This is an optimization exercise on Yosys and OpenROAD, whose aim is a short achievable clock period and few clock cycles, not a production implementation.
The RTL was checked by simulation tests, not by an equivalence proof against the original design.
Power figures rest on the tool's default switching activity, not on a simulated workload.

==> inputs of branch indigo <==
==> flow/design.v (excerpt) <==
module core_top (
    input  logic        clk,
    input  logic        rst_n,
    input  logic        imem_ack_i,
    input  logic [31:0] imem_instr_i,
    input  logic        retire_ready_i,
    output logic        imem_req_o,
    output logic [31:0] imem_addr_o,
    output logic        retire_valid_o,
    output logic [31:0] retire_pc_o,
    output logic [4:0]  retire_rd_o,
    output logic [31:0] retire_data_o
);
Settings: LEC_CHECK=0, CAP_MARGIN=20, CORE_MARGIN=2, CORE_UTILIZATION=40, SLEW_MARGIN=20; clock period 10.0 ns.
run.sh (not shown) runs the stock make flow with config.mk's settings and CLKGATE_MAP_FILE= SYNTH_SCRIPT=/design/flow/synth_recipe.tcl, a recipe that flattens the netlist after the stock synthesis.
==> inputs of branch juniper, as changes to branch indigo <==
--- a/flow/design.v
+++ b/flow/design.v
@@ -69,14 +69,16 @@
     output logic        retire_valid_o,
     output logic [31:0] retire_pc_o,
     output logic [4:0]  retire_rd_o,
     output logic [31:0] retire_data_o
 );
     localparam int QD = 4;    
     localparam int RD = 8;    
+    localparam int BK = 5;    
+    localparam int NB = 1 << BK;
     function automatic logic is_branch(input logic [31:0] w);
         is_branch = (w[6:0] == core_pkg::OPC_BRANCH) && (w[14:13] == 2'b00);
     endfunction
     function automatic logic [31:0] b_imm(input logic [31:0] w);
         b_imm = {{19{w[31]}}, w[31], w[7], w[30:25], w[11:8], 1'b0};
     endfunction
     function automatic logic pred_taken(input logic [31:0] w);
@@ -95,31 +97,49 @@
     logic        pend_q;
     logic [31:0] pend_tgt_q;
     logic        f2_v_q;
     logic [31:0] f2_pc_q;
     logic [31:0] f2_ins_q;
     logic        redir_q;
     logic [31:0] redir_tgt_q;
-    logic [2:0]  qc_q;
+    logic [QD-1:0] qv_q;      
     logic        xfer;
     logic        f2_pt;
     logic [31:0] f2_tgt;
     logic        redirect;
     logic [31:0] rtgt;
     logic        push;
     logic        issue;
     logic [31:0] nxt;
+    logic [NB-1:0]   btb_v_q;
+    logic [31-BK-2:0] btb_tag_q [0:NB-1];
+    logic [31:0]     btb_tgt_q [0:NB-1];
+    logic [NB-1:0]   btb_match;
+    logic            hit;
+    logic [31:0]     pn;
+    logic            f2_hit_q;
+    logic            f2_ptk;
+    logic            f2_fix;
+    always_comb begin
+        for (int i = 0; i < NB; i++) begin
+            btb_match[i] = btb_v_q[i] & (btb_tag_q[i] == addr_q[31:BK+2]);
+        end
+    end
+    assign hit = btb_match[addr_q[BK+1:2]];
+    assign pn  = hit ? btb_tgt_q[addr_q[BK+1:2]] : addr_q + 32'd4;
     assign xfer     = req_q & imem_ack_i;
-    assign f2_pt    = f2_v_q & pred_taken(f2_ins_q) & ~redir_q;
-    assign f2_tgt   = f2_pc_q + b_imm(f2_ins_q);
-    assign redirect = redir_q | f2_pt;
+    assign f2_ptk   = pred_taken(f2_ins_q);
+    assign f2_fix   = f2_v_q & (f2_ptk ^ f2_hit_q) & ~redir_q;
+    assign f2_pt    = f2_fix & f2_ptk;
+    assign f2_tgt   = f2_ptk ? f2_pc_q + b_imm(f2_ins_q) : f2_pc_q + 32'd4;
+    assign redirect = redir_q | f2_fix;
     assign rtgt     = redir_q ? redir_tgt_q : f2_tgt;
     assign push     = xfer & ~stale_q & ~redirect;
-    assign issue    = (~req_q | xfer) & (redir_q | (qc_q <= 3'(QD - 2)));
-    assign nxt      = redirect ? rtgt : (pend_q ? pend_tgt_q : addr_q + 32'd4);
+    assign issue    = (~req_q | xfer) & (redir_q | ~qv_q[QD-2]);
+    assign nxt      = redirect ? rtgt : (pend_q ? pend_tgt_q : pn);
     always_ff @(posedge clk) begin
         if (!rst_n) begin
             req_q   <= 1'b1;
             addr_q  <= core_pkg::RESET_PC;
             stale_q <= 1'b0;
             pend_q  <= 1'b0;
         end else if (issue) begin
@@ -150,49 +170,65 @@
         if (!rst_n) begin
             f2_v_q <= 1'b0;
         end else begin
             f2_v_q <= push;
         end
         f2_pc_q  <= addr_q;
         f2_ins_q <= imem_instr_i;
+        f2_hit_q <= hit;
+    end
+    always_ff @(posedge clk) begin
+        if (!rst_n) begin
+            btb_v_q <= '0;
+        end else if (f2_pt) begin
+            btb_v_q[f2_pc_q[BK+1:2]] <= 1'b1;
+        end else if (f2_fix) begin
+            btb_v_q[f2_pc_q[BK+1:2]] <= 1'b0;
+        end
+    end
+    always_ff @(posedge clk) begin
+        if (f2_pt) begin
+            btb_tag_q[f2_pc_q[BK+1:2]] <= f2_pc_q[31:BK+2];
+            btb_tgt_q[f2_pc_q[BK+1:2]] <= f2_tgt;
+        end
     end
     assign imem_req_o  = req_q;
     assign imem_addr_o = addr_q;
     logic [31:0] q_pc  [0:QD-1];
     logic [31:0] q_ins [0:QD-1];
-    logic        pop;
-    logic [2:0]  wpos;
-    assign wpos = qc_q - {2'b00, pop};
+    logic          pop;
+    logic [QD-1:0] qv_sh;
+    assign qv_sh = pop ? {1'b0, qv_q[QD-1:1]} : qv_q;
     always_ff @(posedge clk) begin
         if (!rst_n || redir_q) begin
-            qc_q <= 3'd0;
+            qv_q <= '0;
         end else begin
-            qc_q <= qc_q + {2'b00, push} - {2'b00, pop};
+            qv_q <= qv_sh | ({qv_sh[QD-2:0], 1'b1} & ~qv_sh & {QD{push}});
         end
     end
     always_ff @(posedge clk) begin
         for (int i = 0; i < QD; i++) begin
-            if (push && wpos == 3'(i)) begin
-                q_pc[i]  <= addr_q;
-                q_ins[i] <= imem_instr_i;
-            end else if (pop && i < QD - 1) begin
+            if (pop && i < QD - 1 && qv_q[(i < QD - 1) ? i + 1 : i]) begin
                 q_pc[i]  <= q_pc[(i < QD - 1) ? i + 1 : i];
                 q_ins[i] <= q_ins[(i < QD - 1) ? i + 1 : i];
+            end else if (pop || !qv_q[i]) begin
+                q_pc[i]  <= addr_q;
+                q_ins[i] <= imem_instr_i;
             end
         end
     end
     logic [31:0] regs [1:31];
     logic        w_v_q;
     logic [4:0]  w_rd_q;
     logic [31:0] w_data_q;
     logic [31:0] w_pc_q;
     logic        x_v_q;
     logic        x_wr_q;
     logic [4:0]  x_rd_q;
-    logic [3:0]  rc_q;
+    logic [RD-1:0] rv_q;      
     logic [31:0] d_ins;
     logic [31:0] d_pc;
     logic [6:0]  d_opc;
     logic [2:0]  d_f3;
     logic [6:0]  d_f7;
     logic [4:0]  d_rs1;
     logic [4:0]  d_rs2;
@@ -230,16 +266,16 @@
     assign d_use_rs2 = d_is_op | d_is_br;
     assign d_wr      = (d_is_op | d_is_addi) & (d_rd != 5'd0);
     assign d_rf1 = (d_rs1 == 5'd0) ? 32'd0 : regs[d_rs1];
     assign d_rf2 = (d_rs2 == 5'd0) ? 32'd0 : regs[d_rs2];
     assign d_a   = (w_v_q && w_rd_q == d_rs1) ? w_data_q : d_rf1;
     assign d_b   = ~d_use_rs2 ? {{20{d_ins[31]}}, d_ins[31:20]} :
                    (w_v_q && w_rd_q == d_rs2) ? w_data_q : d_rf2;
-    assign credit = ({1'b0, rc_q} + {4'd0, w_v_q} + {4'd0, x_v_q & x_wr_q}) <= 5'(RD - 1);
-    assign pop    = (qc_q != 3'd0) & ~redir_q & credit;
+    assign credit = ~rv_q[RD-3];
+    assign pop    = qv_q[0] & ~redir_q & credit;
     logic [31:0] x_a_q;
     logic [31:0] x_b_q;
     logic        x_byp_a_q;
     logic        x_byp_b_q;
     logic        x_sub_q;
     logic        x_xor_q;
     logic        x_or_q;
@@ -309,40 +345,37 @@
         if (w_v_q) begin
             regs[w_rd_q] <= w_data_q;
         end
     end
     logic [31:0] r_pc   [0:RD-1];
     logic [4:0]  r_rd   [0:RD-1];
     logic [31:0] r_data [0:RD-1];
-    logic        r_v_q;
-    logic        rpop;
-    logic [3:0]  rpos;
-    assign rpop = r_v_q & retire_ready_i;
-    assign rpos = rc_q - {3'd0, rpop};
+    logic          rpop;
+    logic [RD-1:0] rv_sh;
+    assign rpop  = rv_q[0] & retire_ready_i;
+    assign rv_sh = rpop ? {1'b0, rv_q[RD-1:1]} : rv_q;
     always_ff @(posedge clk) begin
         if (!rst_n) begin
-            rc_q  <= 4'd0;
-            r_v_q <= 1'b0;
+            rv_q <= '0;
         end else begin
-            rc_q  <= rc_q + {3'd0, w_v_q} - {3'd0, rpop};
-            r_v_q <= (rc_q + {3'd0, w_v_q} - {3'd0, rpop}) != 4'd0;
+            rv_q <= rv_sh | ({rv_sh[RD-2:0], 1'b1} & ~rv_sh & {RD{w_v_q}});
         end
     end
     always_ff @(posedge clk) begin
         for (int i = 0; i < RD; i++) begin
-            if (w_v_q && rpos == 4'(i)) begin
-                r_pc[i]   <= w_pc_q;
-                r_rd[i]   <= w_rd_q;
-                r_data[i] <= w_data_q;
-            end else if (rpop && i < RD - 1) begin
+            if (rpop && i < RD - 1 && rv_q[(i < RD - 1) ? i + 1 : i]) begin
                 r_pc[i]   <= r_pc[(i < RD - 1) ? i + 1 : i];
                 r_rd[i]   <= r_rd[(i < RD - 1) ? i + 1 : i];
                 r_data[i] <= r_data[(i < RD - 1) ? i + 1 : i];
+            end else if (rpop || !rv_q[i]) begin
+                r_pc[i]   <= w_pc_q;
+                r_rd[i]   <= w_rd_q;
+                r_data[i] <= w_data_q;
             end
         end
     end
-    assign retire_valid_o = r_v_q;
+    assign retire_valid_o = rv_q[0];
     assign retire_pc_o    = r_pc[0];
     assign retire_rd_o    = r_rd[0];
     assign retire_data_o  = r_data[0];
 endmodule
 `default_nettype wire
==> flow/config.mk (replaced) <==
export PLATFORM = sky130hd
export DESIGN_NAME = core_top
export DESIGN_NICKNAME = core_top
export VERILOG_FILES = /design/flow/design.v
export SDC_FILE = /design/flow/constraint.sdc
export NUM_CORES = 4
export LEC_CHECK = 0
export ABC_CLOCK_PERIOD_IN_PS = 3000
export CAP_MARGIN = 20
export CORE_MARGIN = 2
export CORE_UTILIZATION = 40
export SETUP_SLACK_MARGIN = 5
export SLEW_MARGIN = 20
==> inputs of branch yarrow, as changes to branch indigo <==
--- a/flow/design.v
+++ b/flow/design.v
@@ -69,14 +69,16 @@
     output logic        retire_valid_o,
     output logic [31:0] retire_pc_o,
     output logic [4:0]  retire_rd_o,
     output logic [31:0] retire_data_o
 );
     localparam int QD = 4;    
     localparam int RD = 8;    
+    localparam int BK = 5;    
+    localparam int NB = 1 << BK;
     function automatic logic is_branch(input logic [31:0] w);
         is_branch = (w[6:0] == core_pkg::OPC_BRANCH) && (w[14:13] == 2'b00);
     endfunction
     function automatic logic [31:0] b_imm(input logic [31:0] w);
         b_imm = {{19{w[31]}}, w[31], w[7], w[30:25], w[11:8], 1'b0};
     endfunction
     function automatic logic pred_taken(input logic [31:0] w);
@@ -104,22 +106,40 @@
     logic        f2_pt;
     logic [31:0] f2_tgt;
     logic        redirect;
     logic [31:0] rtgt;
     logic        push;
     logic        issue;
     logic [31:0] nxt;
+    logic [NB-1:0]   btb_v_q;
+    logic [31-BK-2:0] btb_tag_q [0:NB-1];
+    logic [31:0]     btb_tgt_q [0:NB-1];
+    logic [NB-1:0]   btb_match;
+    logic            hit;
+    logic [31:0]     pn;
+    logic            f2_hit_q;
+    logic            f2_ptk;
+    logic            f2_fix;
+    always_comb begin
+        for (int i = 0; i < NB; i++) begin
+            btb_match[i] = btb_v_q[i] & (btb_tag_q[i] == addr_q[31:BK+2]);
+        end
+    end
+    assign hit = btb_match[addr_q[BK+1:2]];
+    assign pn  = hit ? btb_tgt_q[addr_q[BK+1:2]] : addr_q + 32'd4;
     assign xfer     = req_q & imem_ack_i;
-    assign f2_pt    = f2_v_q & pred_taken(f2_ins_q) & ~redir_q;
-    assign f2_tgt   = f2_pc_q + b_imm(f2_ins_q);
-    assign redirect = redir_q | f2_pt;
+    assign f2_ptk   = pred_taken(f2_ins_q);
+    assign f2_fix   = f2_v_q & (f2_ptk ^ f2_hit_q) & ~redir_q;
+    assign f2_pt    = f2_fix & f2_ptk;
+    assign f2_tgt   = f2_ptk ? f2_pc_q + b_imm(f2_ins_q) : f2_pc_q + 32'd4;
+    assign redirect = redir_q | f2_fix;
     assign rtgt     = redir_q ? redir_tgt_q : f2_tgt;
     assign push     = xfer & ~stale_q & ~redirect;
     assign issue    = (~req_q | xfer) & (redir_q | (qc_q <= 3'(QD - 2)));
-    assign nxt      = redirect ? rtgt : (pend_q ? pend_tgt_q : addr_q + 32'd4);
+    assign nxt      = redirect ? rtgt : (pend_q ? pend_tgt_q : pn);
     always_ff @(posedge clk) begin
         if (!rst_n) begin
             req_q   <= 1'b1;
             addr_q  <= core_pkg::RESET_PC;
             stale_q <= 1'b0;
             pend_q  <= 1'b0;
         end else if (issue) begin
@@ -150,14 +170,30 @@
         if (!rst_n) begin
             f2_v_q <= 1'b0;
         end else begin
             f2_v_q <= push;
         end
         f2_pc_q  <= addr_q;
         f2_ins_q <= imem_instr_i;
+        f2_hit_q <= hit;
+    end
+    always_ff @(posedge clk) begin
+        if (!rst_n) begin
+            btb_v_q <= '0;
+        end else if (f2_pt) begin
+            btb_v_q[f2_pc_q[BK+1:2]] <= 1'b1;
+        end else if (f2_fix) begin
+            btb_v_q[f2_pc_q[BK+1:2]] <= 1'b0;
+        end
+    end
+    always_ff @(posedge clk) begin
+        if (f2_pt) begin
+            btb_tag_q[f2_pc_q[BK+1:2]] <= f2_pc_q[31:BK+2];
+            btb_tgt_q[f2_pc_q[BK+1:2]] <= f2_tgt;
+        end
     end
     assign imem_req_o  = req_q;
     assign imem_addr_o = addr_q;
     logic [31:0] q_pc  [0:QD-1];
     logic [31:0] q_ins [0:QD-1];
     logic        pop;
     logic [2:0]  wpos;
==> flow/config.mk (replaced) <==
export PLATFORM = sky130hd
export DESIGN_NAME = core_top
export DESIGN_NICKNAME = core_top
export VERILOG_FILES = /design/flow/design.v
export SDC_FILE = /design/flow/constraint.sdc
export NUM_CORES = 4
export LEC_CHECK = 0
export ABC_CLOCK_PERIOD_IN_PS = 3000
export CAP_MARGIN = 20
export CORE_MARGIN = 2
export CORE_UTILIZATION = 40
export SETUP_SLACK_MARGIN = 5
export SLEW_MARGIN = 20
==> results.txt <==
| quantity | branch yarrow | branch juniper | branch indigo |
|---|---|---|---|
| Count of state elements after synthesis | 4,088 | 4,092 | 2,226 |
| Post-CTS Setup Bufs | 10 | 15 | 0 |
| Die span in x | 668 microns | 668 microns | 508 microns |
| Status | timing/DRC/antenna clean | timing/DRC/antenna clean | timing/DRC/antenna clean |
| Worst flop-to-flop path startpoint | addr_q[23]$_SDFFE_PN0P_ | addr_q[8]$_SDFFE_PN0P_ | x_wr_q$_DFFE_PP_ |
| Multi-input gate share of the layout cell area | 0.270 | 0.271 | 0.310 |
| # placed instances | 15,688 | 15,613 | 9,436 |
| Met2 Usage GRT | 0.367 | 0.371 | 0.321 |
| Cell count along the critical path | 13 | 1 | 11 |
| Worst slack at placement | 3480 ps | 3910 ps | 3420 ps |
| RSZ-0062 raised after global routing | true | false | false |
| Power of the combinational group | 22,800 uW | 9950 uW | 14,700 uW |
| Area of all sequential standard cells | 120,000 sq um | 120,000 sq um | 64,700 sq um |
| Leakage power figure | 0.0651 uW | 0.0668 uW | 0.0382 uW |
| Share of layout cells above drive strength 1 | 0.257 | 0.262 | 0.269 |
| Met1 track demand over resource | 0.309 | 0.317 | 0.297 |
| Clock network contribution to total cell area | 0.0686 | 0.0689 | 0.0625 |
| Launching element type of the critical path | flop | flop | input pin |
| Achievable frequency | 194 MHz | 199 MHz | 177 MHz |
| Clock latency reported for the late side of the worst-skew pair | 1040 ps | 1020 ps | 890 ps |
| Worst Max-Slew Pin Slew | 1230 ps | 1240 ps | 1130 ps |
| Clock buffer count from CTS | 425 | 429 | 225 |
Testbench counts of branch indigo, summed over its fixed seeds: cycles 35,724.
Testbench counts of branch juniper, summed over its fixed seeds: cycles 33,930.
Testbench counts of branch yarrow, summed over its fixed seeds: cycles 33,906.

## static timing again, ports no longer ideal
The flow's constraints put no driver on any port. The routed layouts listed below were extracted and timed again, unchanged, in two steps.
Step 1, drivers: a clkbuf_16 drives clk and a buf_2 each remaining input, both assumed.
Step 2, shift: input delay + t, output delay - t, t = (earliest + latest rising clock arrival at the registers) / 2. This alone moves slack from input paths to output paths.
Slacks: ideal / step 1 / step 2; pairs: ideal / step 1.
run | t (ns) | setup WS [ns] | latest minus earliest clock arrival (ns) | slew at the worst register clock pin (ns) | pins driven straight from the clock port
branch indigo | 0.950 | 4.361 / 4.431 / 3.482 | 0.053 / 0.053 | 0.07 / 0.07 | 1
branch juniper | 1.098 | 4.977 / 4.865 / 5.010 | 0.078 / 0.078 | 0.07 / 0.07 | 1
branch yarrow | 1.105 | 4.850 / 4.850 / 4.034 | 0.105 / 0.105 | 0.07 / 0.07 | 1
After both steps every run listed still meets setup and hold. For branch indigo, which loses most, drivers alone change the setup slack by +0.070 ns; drivers and shift together by -0.879 ns.
